Context: an optimization exercise on an open-source flow, tuned for small area. The choices shown serve that exercise and are no tape-out recipe.
In this exercise RTL edits were held to simulation tests only and were not proved equivalent to the original.
The clock port is modelled as an ideal driver, which makes a skipped or thinned clock tree look cheaper than it is; a real chip needs a root buffer or a tree.

==> run a: inputs <==
// codec2_frame_encoder
module codec2_frame_encoder
(
	input  logic clk,
	input  logic rst,
	input  logic start,
	input  logic [10*16-1:0] lsp_in,
	input  logic voiced_first,
	input  logic voiced_second,
	input  frame_pkg::woe_index_t woe_index,
	output frame_pkg::frame_bits_t encoded_bits,
	output logic done_frame
);
	logic busy;
	logic accept;
	logic [10*$clog2(16)-1:0] lane_gray;
	frame_pkg::frame_bits_t frame_word;
	assign accept = start && !busy;
	for (genvar g = 0; g < 10; g++)
	begin : g_lane
		lsp_scalar_quantizer #(.lane_num(g)) u_quant
		(
			.value (lsp_in[g*16 +: 16]),
			.gray (lane_gray[g*$clog2(16) +: $clog2(16)])
		);
	end
	frame_packer u_packer
	(
		.voiced_first (voiced_first),
		.voiced_second (voiced_second),
		.woe_index (woe_index),
		.lane_gray (lane_gray),
		.frame_word (frame_word)
	);
	always_ff @(posedge clk or negedge rst)
	begin
		if (!rst)
		begin
			busy <= 1'b0;
			done_frame <= 1'b0;
			encoded_bits <= '0;
		end
		else
		begin
			busy <= accept;
			if (start)
				done_frame <= 1'b1;
			if (accept)
				encoded_bits <= frame_word;
		end
	end
endmodule
==> flow/config.mk <==
export PLATFORM = sky130hd
export DESIGN_NAME = codec2_frame_encoder
export DESIGN_NICKNAME = codec2_frame_encoder
export VERILOG_FILES = /design/flow/design.v
export SDC_FILE = /design/flow/constraint.sdc
export NUM_CORES = 4
export LEC_CHECK = 0
export CAP_MARGIN = 20
export CORE_MARGIN = 2
export CORE_UTILIZATION = 70
export SLEW_MARGIN = 20
==> flow/constraint.sdc <==
create_clock -name core_clock -period 8.0 [get_ports {clk}]
set_input_delay 1.6000 -clock core_clock [delete_from_list [all_inputs] [get_ports {clk}]]
set_output_delay 1.6000 -clock core_clock [all_outputs]
set_load 0.01 [all_outputs]
standard.sh (not shown) runs the stock make flow with config.mk's settings and CLKGATE_MAP_FILE= SYNTH_SCRIPT=/design/flow/synth_recipe.tcl, a recipe that flattens the netlist after the stock synthesis.
==> flow/flow/run.sh <==
#!/bin/bash
# Layout: the standard flow (standard.sh), with these changes to how the
# layout is made:
#  - synthesis maps the logic with an area-oriented ABC script
#    (flow/abc_map.script) in place of ORFS's delay-oriented one, and leaves
#    half/full adders to ABC instead of extracting them into adder cells
#    first; the rest of the standard synthesis script is unchanged, so the
#    registers are the standard synthesis's;
#  - every input and output port still gets its own buffer, made from the
#    smallest buffer cell (sky130_fd_sc_hd__buf_1);
#  - the clock step (ORFS's cts.tcl, otherwise unchanged) distributes the
#    clock through CLK_GROUPS buffers of type CLK_BUF, each driving the clock
#    pins of one group of nearby flip-flops (flow/clock_buffer.tcl), instead
#    of TritonCTS's H-tree; every register has one buffer on its clock path.
# Each step's full output goes to a log file of its own in this folder.
set -euo pipefail
CLK_GROUPS=1
CLK_BUF=sky130_fd_sc_hd__clkbuf_16
here=$(pwd)
rm -rf "$here/scripts_area" "$here/scripts_clock"
cp -r "$FLOW_HOME/scripts" "$here/scripts_area"
cp "$here/flow/abc_map.script" "$here/scripts_area/abc_speed.script"
cp -r "$FLOW_HOME/scripts" "$here/scripts_clock"
python3 - "$here/scripts_clock/cts.tcl" "$here/flow/clock_buffer.tcl" "$CLK_GROUPS" "$CLK_BUF" <<'PY'
import sys
p, proc, groups, buf = sys.argv[1:5]
s = open(p).read()
old = 'log_cmd clock_tree_synthesis {*}$cts_args'
assert s.count(old) == 1
s = s.replace(old, f'source {proc}\nbench_clock_buffer {groups} {buf}')
open(p, 'w').write(s)
PY
export BUFFER_PORTS_ARGS="-buffer_cell sky130_fd_sc_hd__buf_1"
SCRIPTS_DIR="$here/scripts_area" ADDER_MAP_FILE= bash standard.sh synth > "$here/synth.log" 2>&1
bash standard.sh floorplan place > "$here/place.log" 2>&1
SCRIPTS_DIR="$here/scripts_clock" bash standard.sh cts > "$here/cts.log" 2>&1
bash standard.sh > "$here/layout.log" 2>&1
==> flow/flow/clock_buffer.tcl <==
# Clock distribution used in place of TritonCTS's tree: the flip-flops are
# split into FLOW_CLK_GROUPS groups by position (k-means on their
# centres), each group gets one FLOW_CLK_BUF buffer at its centre that
# drives all of the group's clock pins, and the clock port drives only those
# buffers. Every register sees one buffer between the port and its clock pin.
proc my_clock_buffer { groups bufcell } {
  set block [ord::get_db_block]
  set clk [$block findNet clk]
  set master [[ord::get_db] findMaster $bufcell]
  set sinks [$clk getITerms]
  set pts {}
  foreach it $sinks {
    set bb [[$it getInst] getBBox]
    lappend pts [list [expr { ([$bb xMin] + [$bb xMax]) / 2.0 }] [expr { ([$bb yMin] + [$bb yMax]) / 2.0 }]]
  }
  set n [llength $pts]
  # initial centres: spread along the sorted x order
  set order [lsort -real -index 0 $pts]
  set cs {}
  for { set k 0 } { $k < $groups } { incr k } {
    lappend cs [lindex $order [expr { int(($k + 0.5) * $n / $groups) }]]
  }
  for { set iter 0 } { $iter < 50 } { incr iter } {
    set asg {}
    foreach p $pts {
      set best 0
      set bd 1e30
      for { set k 0 } { $k < $groups } { incr k } {
        set c [lindex $cs $k]
        set d [expr { abs([lindex $p 0] - [lindex $c 0]) + abs([lindex $p 1] - [lindex $c 1]) }]
        if { $d < $bd } { set bd $d; set best $k }
      }
      lappend asg $best
    }
    set ncs {}
    for { set k 0 } { $k < $groups } { incr k } {
      set sx 0.0; set sy 0.0; set m 0
      foreach p $pts a $asg {
        if { $a == $k } { set sx [expr { $sx + [lindex $p 0] }]; set sy [expr { $sy + [lindex $p 1] }]; incr m }
      }
      if { $m > 0 } { lappend ncs [list [expr { $sx / $m }] [expr { $sy / $m }]] } else { lappend ncs [lindex $cs $k] }
    }
    set cs $ncs
  }
  for { set k 0 } { $k < $groups } { incr k } {
    set inst [odb::dbInst_create $block $master clkbuf_$k]
    set net [odb::dbNet_create $block clknet_$k]
    $net setSigType CLOCK
    set m 0
    foreach it $sinks a $asg {
      if { $a == $k } { $it disconnect; $it connect $net; incr m }
    }
    [$inst findITerm A] connect $clk
    [$inst findITerm X] connect $net
    set c [lindex $cs $k]
    $inst setLocation [expr { int([lindex $c 0]) }] [expr { int([lindex $c 1]) }]
    $inst setPlacementStatus PLACED
    puts "my_clock_buffer: clkbuf_$k ($bufcell) drives $m clock pins"
  }
}
Other scripts of this flow, unchanged in this note and not shown: flow/flow/abc_map.script
==> run b: changes against run a <==
--- a/flow/flow/run.sh
+++ b/flow/flow/run.sh
@@ -15,5 +15,5 @@
 # Each step's full output goes to a log file of its own in this folder.
 set -euo pipefail
-CLK_GROUPS=1
+CLK_GROUPS=2
 CLK_BUF=sky130_fd_sc_hd__clkbuf_16
 here=$(pwd)
--- a/flow/config.mk
+++ b/flow/config.mk
@@ -8,4 +8,4 @@
 export CAP_MARGIN = 20
 export CORE_MARGIN = 2
-export CORE_UTILIZATION = 70
+export CORE_UTILIZATION = 40
 export SLEW_MARGIN = 20
==> flow_summary.ini <==
[status]
outcome = stopped before the end
stop_stage = global placement (3_3_place_gp)
error = [ERROR GPL-0301] Utilization 100.128 % exceeds 100%.

[floorplan]
floorplan.rows = 27
chipHeight_um = 79.8
die_x_um = 79.8
initial_util_pct = 72.6

[logic_synthesis]
synth_simple_gate_area_share_pct = 25.3
post_synth_inst_count = 547
synth_top_family_by_area = compound AO/OA/AOI/OAI gates
synth.area.mux_share_pct = 1.06
synth-compound-area-share_pct = 34.6
the above is filed under run a

==> flow_summary.ini <==
[floorplan]
die_x_um = 104
chipHeight_um = 104
initial_util_pct = 41.2
floorplan.rows = 36

[status]
outcome = timing/DRC/antenna clean

[logic_synthesis]
post_synth_inst_count = 547
synth_top_family_by_area = compound AO/OA/AOI/OAI gates
synth-compound-area-share_pct = 34.6
synth_simple_gate_area_share_pct = 25.3

[power]
power.density_cell_area_nw_per_um2 = 126

[finish]
area_growth_syn_to_layout_pct = 26.0
the above is filed under run b

In run b the design's own scripts or RTL, not TritonCTS, make the clock network.

==> what the ideal ports hide <==
Ports are ideal in the flow. The routed layout listed here was re-timed in OpenROAD.
Step 1 (the two cells are an assumption about what drives the block):
set clk [get_ports {clk}]
set_driving_cell -lib_cell sky130_fd_sc_hd__clkbuf_16 $clk
set_driving_cell -lib_cell sky130_fd_sc_hd__buf_2 [delete_from_list [all_inputs] $clk]
Step 2 also shifts input and output timing later by t, the mid clock arrival at the registers, as if the neighbouring blocks saw the same clock.
Slacks: ideal ports / drivers / drivers and shift; pairs: ideal ports / drivers.
run: run b
shift t [ns]: 0.205
slack for setup (ns): 3.071 / 3.098 / 2.893
worst slew at a driven data input, ns: 0.05
pins driven straight from the clock port: 2
After both steps run b still meets setup and hold. For run b, drivers alone change the setup slack by +0.027 ns; drivers and shift together by -0.178 ns.
